This is an optimization exercise on Yosys and OpenROAD, whose aim is small area, a short achievable clock period and few clock cycles per item, not a production implementation.
Only simulation tests tie the RTL to the original design; equivalence was not proved.
Power is estimated from default activity; no workload was simulated.

==> design.v <==
`default_nettype none
package elg_pkg;
  localparam int WORD_BITS = 32;
  localparam logic CMD_SIGN   = 1'b0;
  localparam logic CMD_VERIFY = 1'b1;
  localparam logic [1:0] REG_MODULUS   = 2'd0;
  localparam logic [1:0] REG_GENERATOR = 2'd1;
  localparam logic [1:0] REG_SECRET    = 2'd2;
  localparam logic [1:0] REG_PUBLIC    = 2'd3;
endpackage
`default_nettype wire
`default_nettype none
module elg_mod_unit (
  input  wire logic        abit,
  input  wire logic [31:0] r,
  input  wire logic [31:0] b,
  input  wire logic [31:0] m,
  output logic      [31:0] r_next
);
  logic [34:0] x1;
  logic [34:0] y;
  logic [34:0] z1;
  logic [34:0] z2;
  logic [34:0] v;
  logic [34:0] s1;
  logic [34:0] c1;
  logic [34:0] s2;
  logic [34:0] c2;
  logic [34:0] d1;
  logic [34:0] d2;
  always_comb begin
    y  = abit ? {3'b000, b} : 35'd0;
    x1 = {2'b00, r, 1'b1};             
    z1 = {3'b111, ~m};                 
    z2 = {2'b11, ~m, 1'b1};            
    v  = {2'b00, r, 1'b0} + y;
    s1 = x1 ^ y ^ z1;
    c1 = (x1 & y) | (x1 & z1) | (y & z1);
    s2 = x1 ^ y ^ z2;
    c2 = (x1 & y) | (x1 & z2) | (y & z2);
    d1 = s1 + {c1[33:0], 1'b0};        
    d2 = s2 + {c2[33:0], 1'b0};        
    if (!d2[34]) begin
      r_next = d2[31:0];
    end else if (!d1[34]) begin
      r_next = d1[31:0];
    end else begin
      r_next = v[31:0];
    end
  end
endmodule
`default_nettype wire
`default_nettype none
module elgamal32_sign_verify_unit (
  input  wire logic                          clk,
  input  wire logic                          rst,
  input  wire logic                          psel,
  input  wire logic                          penable,
  input  wire logic                          pwrite,
  input  wire logic [3:0]                    paddr,
  input  wire logic [31:0]                   pwdata,
  output logic [31:0]                        prdata,
  output logic                               pready,
  input  wire logic                          req_valid,
  output logic                               req_stall,
  input  wire logic [128:0]                  req_word,
  output logic                               rsp_valid,
  input  wire logic                          rsp_stall,
  output logic [65:0]                        rsp_word
);
  typedef enum logic [4:0] {
    ST_IDLE, ST_ACC, ST_OUT,
    ST_EX_FETCH, ST_EX_DEC, ST_EX_SQ, ST_EX_MUL, ST_EX_END,
    ST_SG_GRED, ST_SG_A, ST_SG_KRED, ST_EU_CHK, ST_EU_ALN, ST_EU_SUB, ST_EU_SWP, ST_EU_NEG,
    ST_SG_HR0, ST_SG_HRED, ST_SG_U, ST_SG_T1, ST_SG_T2, ST_SG_S0, ST_SG_S, ST_SG_FIN,
    ST_VF_HRED, ST_VF_ARED, ST_VF_HA, ST_VF_L, ST_VF_GRED, ST_VF_CMP
  } state_t;
  logic        req_cmd;
  logic [31:0] req_hash;
  logic [31:0] req_k;
  logic [31:0] req_ain;
  logic [31:0] req_bin;
  assign req_cmd  = req_word[128];
  assign req_hash = req_word[127:96];
  assign req_k    = req_word[95:64];
  assign req_ain  = req_word[63:32];
  assign req_bin  = req_word[31:0];
  logic [31:0] p, g, x, h;
  logic [31:0] prdata_q;
  logic        cfg_wr;
  logic        p_small;
  assign cfg_wr  = psel & penable & pwrite;
  assign p_small = (p[31:1] == 31'd0);
  assign pready  = 1'b1;
  assign prdata  = prdata_q;
  always_ff @(posedge clk) begin
    if (rst) begin
      p <= 32'd2;
      g <= 32'd1;
      x <= 32'd0;
      h <= 32'd1;
    end else if (cfg_wr) begin
      case (paddr[3:2])
        elg_pkg::REG_MODULUS:   p <= pwdata;
        elg_pkg::REG_GENERATOR: g <= pwdata;
        elg_pkg::REG_SECRET:    x <= pwdata;
        default:                h <= pwdata;
      endcase
    end
  end
  always_ff @(posedge clk) begin
    case (paddr[3:2])
      elg_pkg::REG_MODULUS:   prdata_q <= p;
      elg_pkg::REG_GENERATOR: prdata_q <= g;
      elg_pkg::REG_SECRET:    prdata_q <= x;
      default:                prdata_q <= h;
    endcase
  end
  state_t      state, state_n;
  logic [31:0] R, R_n;       
  logic [31:0] A, A_n;       
  logic [31:0] B, B_n;       
  logic [31:0] M, M_n;       
  logic [31:0] V1, V1_n;     
  logic [31:0] V2, V2_n;     
  logic [31:0] V3, V3_n;     
  logic        gbusy, gbusy_n;
  logic [4:0]  gcnt, gcnt_n;
  logic [4:0]  ei, ei_n;     
  logic        one, one_n;   
  logic        shamir, shamir_n;
  logic        isvf, isvf_n;
  logic [4:0]  j, j_n;       
  logic        neg, neg_n;   
  logic        tb, tb_n;     
  logic        se, se_n;
  logic        vf, vf_n;
  logic        stall_q, stall_n;
  logic        rv_q, rv_n;
  logic        eb1, eb2;     
  logic [31:0] r_next;
  logic        glast;
  logic        gl;
  logic [31:0] ga, gb;
  logic        gm;
  elg_mod_unit u_mod (
    .abit   (A[31]),
    .r      (R),
    .b      (B),
    .m      (M),
    .r_next (r_next)
  );
  assign glast = gbusy & (gcnt == 5'd0);
  logic [31:0] f1, f2;
  always_comb begin
    if (!isvf)       f1 = req_k;
    else if (shamir) f1 = req_ain;
    else             f1 = req_hash;
    f2 = shamir ? req_bin : 32'd0;
  end
  always_ff @(posedge clk) begin
    eb1 <= f1[ei];
    eb2 <= f2[ei];
  end
  logic [31:0] base;
  always_comb begin
    if (eb2) base = eb1 ? V3 : V2;
    else     base = V1;
  end
  logic [31:0] sopd, aopd;
  logic [32:0] eu_sub;
  logic [31:0] eu_add;
  always_comb begin
    case (state)
      ST_EU_ALN: sopd = {A[30:0], 1'b0};
      ST_SG_T1:  sopd = R;
      ST_EU_NEG: sopd = B;
      default:   sopd = A;
    endcase
    aopd   = (state == ST_SG_T2) ? M : B;
    eu_sub = {1'b0, V1} - {1'b0, sopd};
    eu_add = R + aopd;
  end
  always_comb begin
    state_n  = state;
    R_n      = R;
    A_n      = A;
    B_n      = B;
    M_n      = M;
    V1_n     = V1;
    V2_n     = V2;
    V3_n     = V3;
    gbusy_n  = gbusy;
    gcnt_n   = gcnt;
    ei_n     = ei;
    one_n    = one;
    shamir_n = shamir;
    isvf_n   = isvf;
    j_n      = j;
    neg_n    = neg;
    tb_n     = tb;
    se_n     = se;
    vf_n     = vf;
    stall_n  = 1'b1;
    rv_n     = rv_q;
    gl       = 1'b0;
    ga       = A;
    gb       = B;
    gm       = 1'b0;
    if (gbusy) begin
      R_n    = r_next;
      A_n    = {A[30:0], 1'b0};
      gcnt_n = gcnt - 5'd1;
      if (gcnt == 5'd0) gbusy_n = 1'b0;
    end
    case (state)
      ST_IDLE: begin
        if (req_valid) begin
          isvf_n = req_cmd;
          if (p_small) begin
            V2_n    = 32'd0;
            R_n     = 32'd0;
            se_n    = ~req_cmd;
            vf_n    = 1'b0;
            stall_n = 1'b0;
            state_n = ST_ACC;
          end else if (req_cmd == elg_pkg::CMD_SIGN) begin
            gl = 1'b1; ga = g; gb = 32'd1; gm = 1'b0;
            state_n = ST_SG_GRED;
          end else begin
            gl = 1'b1; ga = h; gb = 32'd1; gm = 1'b0;
            state_n = ST_VF_HRED;
          end
        end
      end
      ST_ACC: begin
        if (req_valid) begin
          rv_n    = 1'b1;
          state_n = ST_OUT;
        end else begin
          state_n = ST_IDLE;
        end
      end
      ST_OUT: begin
        if (!rsp_stall) begin
          rv_n    = 1'b0;
          state_n = ST_IDLE;
        end
      end
      ST_EX_FETCH: state_n = ST_EX_DEC;
      ST_EX_DEC: begin
        if (one) begin
          if (eb1 | eb2) begin
            R_n   = base;
            one_n = 1'b0;
          end
          if (ei == 5'd0) begin
            state_n = ST_EX_END;
          end else begin
            ei_n    = ei - 5'd1;
            state_n = ST_EX_FETCH;
          end
        end else begin
          gl = 1'b1; ga = R; gb = R; gm = 1'b0;
          state_n = ST_EX_SQ;
        end
      end
      ST_EX_SQ: begin
        if (glast) begin
          if (eb1 | eb2) begin
            gl = 1'b1; ga = r_next; gb = base; gm = 1'b0;
            state_n = ST_EX_MUL;
          end else if (ei == 5'd0) begin
            state_n = ST_EX_END;
          end else begin
            gl = 1'b1; ga = r_next; gb = r_next; gm = 1'b0;
            ei_n    = ei - 5'd1;
            state_n = ST_EX_SQ;
          end
        end
      end
      ST_EX_MUL: begin
        if (glast) begin
          if (ei == 5'd0) begin
            state_n = ST_EX_END;
          end else begin
            gl = 1'b1; ga = r_next; gb = r_next; gm = 1'b0;
            ei_n    = ei - 5'd1;
            state_n = ST_EX_SQ;
          end
        end
      end
      ST_EX_END: begin
        if (one) R_n = 32'd1;
        if (!isvf)       state_n = ST_SG_A;
        else if (shamir) state_n = ST_VF_L;
        else             state_n = ST_VF_CMP;
      end
      ST_SG_GRED: begin
        if (glast) begin
          V1_n     = r_next;
          ei_n     = 5'd31;
          one_n    = 1'b1;
          shamir_n = 1'b0;
          state_n  = ST_EX_FETCH;
        end
      end
      ST_SG_A: begin
        V2_n = R;
        gl = 1'b1; ga = req_k; gb = 32'd1; gm = 1'b1;
        state_n = ST_SG_KRED;
      end
      ST_SG_KRED: begin
        if (glast) begin
          V1_n    = M;
          A_n     = r_next;
          R_n     = 32'd0;
          B_n     = 32'd1;
          j_n     = 5'd0;
          neg_n   = 1'b0;
          state_n = ST_EU_CHK;
        end
      end
      ST_EU_CHK: begin
        if (A == 32'd0) begin
          V3_n    = 32'd0;
          state_n = ST_SG_HR0;
        end else if (A == 32'd1) begin
          if (neg) begin
            V1_n    = M;
            state_n = ST_EU_NEG;
          end else begin
            V3_n    = B;
            state_n = ST_SG_HR0;
          end
        end else begin
          state_n = ST_EU_ALN;
        end
      end
      ST_EU_ALN: begin
        if (!A[31] && !eu_sub[32]) begin
          A_n = {A[30:0], 1'b0};
          B_n = {B[30:0], 1'b0};
          j_n = j + 5'd1;
        end else begin
          state_n = ST_EU_SUB;
        end
      end
      ST_EU_SUB: begin
        if (!eu_sub[32]) begin
          V1_n = eu_sub[31:0];
          R_n  = eu_add;
        end
        if (j == 5'd0) begin
          state_n = ST_EU_SWP;
        end else begin
          A_n = {1'b0, A[31:1]};
          B_n = {1'b0, B[31:1]};
          j_n = j - 5'd1;
        end
      end
      ST_EU_SWP: begin
        V1_n    = A;
        A_n     = V1;
        R_n     = B;
        B_n     = R;
        neg_n   = ~neg;
        state_n = ST_EU_CHK;
      end
      ST_EU_NEG: begin
        V3_n    = eu_sub[31:0];
        state_n = ST_SG_HR0;
      end
      ST_SG_HR0: begin
        gl = 1'b1; ga = req_hash; gb = 32'd1; gm = 1'b1;
        state_n = ST_SG_HRED;
      end
      ST_SG_HRED: begin
        if (glast) begin
          V1_n = r_next;
          gl = 1'b1; ga = x; gb = V2; gm = 1'b1;
          state_n = ST_SG_U;
        end
      end
      ST_SG_U: begin
        if (glast) state_n = ST_SG_T1;
      end
      ST_SG_T1: begin
        R_n     = eu_sub[31:0];
        tb_n    = eu_sub[32];
        state_n = ST_SG_T2;
      end
      ST_SG_T2: begin
        if (tb) R_n = eu_add;
        state_n = ST_SG_S0;
      end
      ST_SG_S0: begin
        gl = 1'b1; ga = V3; gb = R; gm = 1'b1;
        state_n = ST_SG_S;
      end
      ST_SG_S: begin
        if (glast) state_n = ST_SG_FIN;
      end
      ST_SG_FIN: begin
        se_n    = (R == 32'd0);
        vf_n    = 1'b0;
        stall_n = 1'b0;
        state_n = ST_ACC;
      end
      ST_VF_HRED: begin
        if (glast) begin
          V1_n = r_next;
          gl = 1'b1; ga = req_ain; gb = 32'd1; gm = 1'b0;
          state_n = ST_VF_ARED;
        end
      end
      ST_VF_ARED: begin
        if (glast) begin
          V2_n = r_next;
          gl = 1'b1; ga = V1; gb = r_next; gm = 1'b0;
          state_n = ST_VF_HA;
        end
      end
      ST_VF_HA: begin
        if (glast) begin
          V3_n     = r_next;
          ei_n     = 5'd31;
          one_n    = 1'b1;
          shamir_n = 1'b1;
          state_n  = ST_EX_FETCH;
        end
      end
      ST_VF_L: begin
        V3_n = R;
        gl = 1'b1; ga = g; gb = 32'd1; gm = 1'b0;
        state_n = ST_VF_GRED;
      end
      ST_VF_GRED: begin
        if (glast) begin
          V1_n     = r_next;
          ei_n     = 5'd31;
          one_n    = 1'b1;
          shamir_n = 1'b0;
          state_n  = ST_EX_FETCH;
        end
      end
      ST_VF_CMP: begin
        vf_n    = (R == V3);
        se_n    = 1'b0;
        V2_n    = 32'd0;
        R_n     = 32'd0;
        stall_n = 1'b0;
        state_n = ST_ACC;
      end
      default: state_n = ST_IDLE;
    endcase
    if (gl) begin
      R_n     = 32'd0;
      A_n     = ga;
      B_n     = gb;
      M_n     = gm ? (p - 32'd1) : p;
      gbusy_n = 1'b1;
      gcnt_n  = 5'd31;
    end
  end
  always_ff @(posedge clk) begin
    R      <= R_n;
    A      <= A_n;
    B      <= B_n;
    M      <= M_n;
    V1     <= V1_n;
    V2     <= V2_n;
    V3     <= V3_n;
    gcnt   <= gcnt_n;
    ei     <= ei_n;
    one    <= one_n;
    shamir <= shamir_n;
    isvf   <= isvf_n;
    j      <= j_n;
    neg    <= neg_n;
    tb     <= tb_n;
    se     <= se_n;
    vf     <= vf_n;
    if (rst) begin
      state   <= ST_IDLE;
      gbusy   <= 1'b0;
      stall_q <= 1'b1;
      rv_q    <= 1'b0;
    end else begin
      state   <= state_n;
      gbusy   <= gbusy_n;
      stall_q <= stall_n;
      rv_q    <= rv_n;
    end
  end
  assign req_stall = stall_q;
  assign rsp_valid = rv_q;
  assign rsp_word  = {V2, R, se, vf};
endmodule
`default_nettype wire
==> run.sh <==
#!/bin/bash
# synth_recipe.tcl (not shown) runs the flow's synth.tcl, then flattens the netlist and writes it again
# the make line also repeats each setting of config.mk as NAME=value (left out here)
make -C /OpenROAD-flow-scripts/flow DESIGN_CONFIG=/design/flow/config.mk WORK_HOME=/design/flow/orfs CLKGATE_MAP_FILE= SYNTH_SCRIPT=/design/flow/synth_recipe.tcl finish
==> config.mk <==
export PLATFORM = sky130hd
export DESIGN_NAME = elgamal32_sign_verify_unit
export DESIGN_NICKNAME = elgamal32_sign_verify_unit
export VERILOG_FILES = /design/flow/design.v
export SDC_FILE = /design/flow/constraint.sdc
export NUM_CORES = 4
export LEC_CHECK = 0
export CAP_MARGIN = 20
export CORE_MARGIN = 2
export CORE_UTILIZATION = 40
export SLEW_MARGIN = 20
==> constraint.sdc <==
create_clock -name core_clock -period 10.0 [get_ports {clk}]
set_input_delay 2.0000 -clock core_clock [delete_from_list [all_inputs] [get_ports {clk}]]
set_output_delay 2.0000 -clock core_clock [all_outputs]
set_load 0.01 [all_outputs]
==> flow_summary.yaml <==
run_status:
  outcome: "finished clean"
power_and_ir_drop:
  switching_power_w: 0.01047
  p_leak_nw: 16.94
  ir_drop_mv: 0.2028
  pwr-share-seq_pct: 18.4
  pwr-share-clk_pct: 10.5
  p_sw_share_pct: 57.75
  p_int_w: 0.007658
  powerDensity_nw_per_um2: 408.3
  p_comb_share_pct: 71.1
worst_setup_path:
  cp_common_cell: "buf_4"
  crit_arrival_ns: 8.28
  path_max_fanout: 35
  critical-path-top-delay-family: "simple AND/OR/NAND/NOR gates"
  worstSetupStartpointType: "flip-flop"
  slowest_delay_ns: 0.91
  crit_slowest_cell: "nor3_2"
  required_ns: 10.49
  cp_num_buf_inv: 3
  end_kind: "flip-flop"
  path_class: "reg2reg"
  crit_chain: "buf_4, nor2b_1, nand2_1, nor3_2, buf_4, nor3_1, buf_4, a21boi_0, fa_1, a21o_1, a31oi_1, o221a_2, nor4b_1, or3_1, o211ai_1, nor2_1, nor3_1, a311oi_1, a31oi_1"
timing:
  relSlewSlack_pct: 7.473
  fin_tns_setup_ns: 0
  drv_slew: 0
  rsz0062_at_grt: "no"
  final-setup-viol-count: 0
  fmax_ghz: 0.1283
  finClkSkew_ns: 0.02038
  fin_crit_ns: 7.795
  worst_pin_slew_ns: 1.375
  hold_violations: 0
  hold_ws_ns: 0.4703
  period_share_pct: 77.95
routing:
  wl_per_cell_um: 32.06
  vias_per_cell: 6.874
  ant_nets: 0
  dr.pass1.iters: 14
  num_vias: 42290
  wl_um: 197200
  drc_errors: 0
  drt_iter0_markers: 6485
synth:
  ys.flop_type: "edfxtp_1"
  synth_area_leader_cell: "edfxtp_1"
  yosysUniqueCellTypes: 110
  synth_edf_count: 209
  synth_warnings: 2
  syn_area_um2: 38780
  synth_top_area_share_pct: 16.18
  yosysSeqAreaShare_pct: 26.87
  yosys-top-cells-area: "edfxtp_1 (16%), dfxtp_1 (11%), nand2_1 (6.3%)"
  syn_inst: 4763
  avgSynthCellArea_um2: 8.141
  synthArstFlopShare_pct: 0
  ys_seq_elements: 416
placed_design:
  io_buffer_count: 269
  place_congestion: 1.043
  dp_hpwl_um: 147700
grt:
  gr-total-overflow: 0
  antenna_found_initial: 6
  grt.total_usage_pct: 38.04
  grt_pass1_wl_um: 277700
  grt_max_degree: 78
  first_global_vias: 38520
die:
  core_area_um2: 96420
  die_area_um2: 99450
  initial_core_util_pct: 40.22
  die_h_um: 315.4
  fp.dieW_um: 315.4
  io_pins: 273
  std_cell_rows: 114
clocking:
  clock_latency_ns: 0.64
  cts_tree: "yes"
  cts_inserted_buffers: 49
  clk_path_buf_depth: 3
  postCtsSetupBuffers: 0
  cts_resized: 0
  clk_pin_slew_ns: 0.06
  ctsHoldBuffers: 0
  cts_root_buf: "clkbuf_16"
  h-tree-depth: 2
  clock_sinks: 416
layout:
  fill_cells: 9673
  areaGrowthSynthToFinish_pct: 14.47
  final-seq-area_um2: 10430
  drive_gt1_share_pct: 8.658
  num-nets-final: 5234
  multiInputGateArea_um2: 26320
job:
  maxCapViolCount: 0
worst_hold_path:
  worstHoldPathType: "reg2reg"
## final timing paths
kind                            cells past startpoint  slack [ns]  startpoint  endpoint
worst max-delay path                               19        2.20    state[4]     R[30]
worst max register to register                     19        2.20    state[4]     R[30]
worst min-delay path                                2        0.47       h[11]     h[11]
worst min register to register                      2        0.47       h[11]     h[11]
## worst register-to-register path, stage by stage, from the launching register on
cell and delay (ns):
dfxtp_1 0.29, buf_4 0.25, nor2b_1 0.34, nand2_1 0.77, nor3_2 0.92, buf_4 0.39
nor3_1 0.11, buf_4 0.23, a21boi_0 0.51, fa_1 0.33, a21o_1 0.18, a31oi_1 0.18
o221a_2 0.34, nor4b_1 0.74, or3_1 0.36, o211ai_1 0.39, nor2_1 0.83, nor3_1 0.13
a311oi_1 0.24, a31oi_1 0.11
## metal layers
layer	vias up	wire length [um]	track usage [%]	part of all wire (%)
met1	20310	77310	51.55	39
met3	542	29540	13.41	15
li1	18100	-	-	-
met5	-	121	0.4261	0.061
met2	3334	79440	54.03	40
met4	6	10830	17.23	5.5
## logic make-up after synthesis
kind of cell	Yosys count	share of synthesized area (%)
XOR/XNOR	186	4.201
adder cells (fa/ha/maj)	230	8.712
buffers and inverters	599	6.066
other	1	0.009671
multiplexers	218	7.289
AND/OR/NAND/NOR	1330	15.58
flip-flops	416	26.87
AO/OA/AOI/OAI	1783	31.27
## layout make-up
class                   instances  share of cell area [%]
repair buffers                411                   8.456
inverters                     175                   1.485
well taps                    1276                   3.597
multi-input cells            3780                   59.29
clock inverters                20                  0.4115
clock buffers                  72                   3.256
flip-flops and latches        416                   23.49
diodes                          2                 0.01127
## state kept, by name, indices dropped and copies added, names as in the netlist, 32 cells and up
| name | count |
|---|---|
| A | 32 |
| B | 32 |
| M | 32 |
| R | 32 |
| V1 | 32 |
| V2 | 32 |
| V3 | 32 |
| g | 32 |
| h | 32 |
| p | 32 |
| prdata_q | 32 |
| x | 32 |
## cell usage in the layout, fill, tap and decap left out, drive strengths merged, types with 26 or more instances in the layout
cell type,instances
nand4,52
a222oi,75
nor2b,26
o221ai,33
a21o,87
o21ai,391
nor2,241
nand2,651
clkdlybuf4s50,265
edfxtp,209
xor2,89
o21a,31
a221o,59
mux2i,126
a221oi,88
ha,162
mux2,45
a211oi,57
nor3,63
mux4,47
o22ai,31
nor4,42
xnor2,97
inv,179
buf,146
and3,26
o211ai,52
nand3,86
a22oi,111
fa,67
a31oi,49
dfxtp,207
a22o,51
and2,37
conb,33
clkbuf,72
a21oi,460
nand2b,36
## power groups by stage
stage / logic, W / registers, W / clock network [W]
final: 0.0129 / 0.00333 / 0.00190
after global routing: 0.0136 / 0.00332 / 0.00195
after CTS: 0.0122 / 0.00322 / 0.00190
after detailed placement: 0.0122 / 0.00326 / 0
after global placement: 0.0121 / 0.00326 / 0
after floorplan: 0.00810 / 0.00267 / 0
## per-stage QoR
step                cell area, um2  instances  setup WS, ns  util (%)  total power (W)
finish                       44390       6152         2.205     46.04          0.01812
global route                 44380       6150         2.176     46.03          0.01883
CTS                          44360       6149         2.596     46.00          0.01737
detailed placement           42730       6057         2.626     44.32          0.01543
global placement             42730       6057         2.636     44.32          0.01537
floorplan                    38900       4795         3.122         -          0.01077
## cell usage after synthesis (13+ instances only)
cell	count
edfxtp_1	209
o211ai_1	51
a21oi_1	453
o21bai_1	16
nand4_1	52
mux2i_1	126
nand2_1	650
xnor2_1	97
a21o_1	87
fa_1	67
nor3_1	61
nor2_1	239
nor2b_1	26
a211o_1	20
a21boi_0	15
and3_1	26
mux2_2	45
buf_1	52
a221oi_1	85
a211oi_1	55
a22oi_1	111
and2_1	34
clkbuf_1	335
inv_1	172
ha_1	162
o31ai_1	19
o21ai_0	374
o2111ai_1	13
dfxtp_1	207
nand3_1	86
o22ai_1	31
nand2b_1	36
a31oi_1	47
o21ai_1	16
or3_1	14
a222oi_1	75
o21a_1	31
a22o_1	51
mux4_2	47
buf_2	20
xor2_1	89
a221o_1	59
nor4_1	41
o221ai_1	33
Testbench counts, summed over its fixed seeds: cycles 732,628, items 320.

-- port drivers added, routing unchanged --
In the flow no input, the clock included, has a driving cell. The finished layout below was timed again as built, in two steps.
Step 1: set_driving_cell puts a clkbuf_16 on clk and a buf_2 on each other input, an assumption about the parent block.
Step 2, shift: input delay + t, output delay - t, t = (earliest + latest rising clock arrival at the registers) / 2. This alone moves slack from input paths to output paths.
a / b / c = ideal ports / drivers / drivers and shift; a / b = the first two.
t, ns: 0.703
slack for setup (ns): 2.205 / 2.205 / 2.205
clock arrival spread, ns: 0.021 / 0.020
pins driven straight from the clock port: 1
After both steps this run still meets setup and hold. The setup slack of this run moves by 0.000 ns with the drivers and by 0.000 ns with both steps.
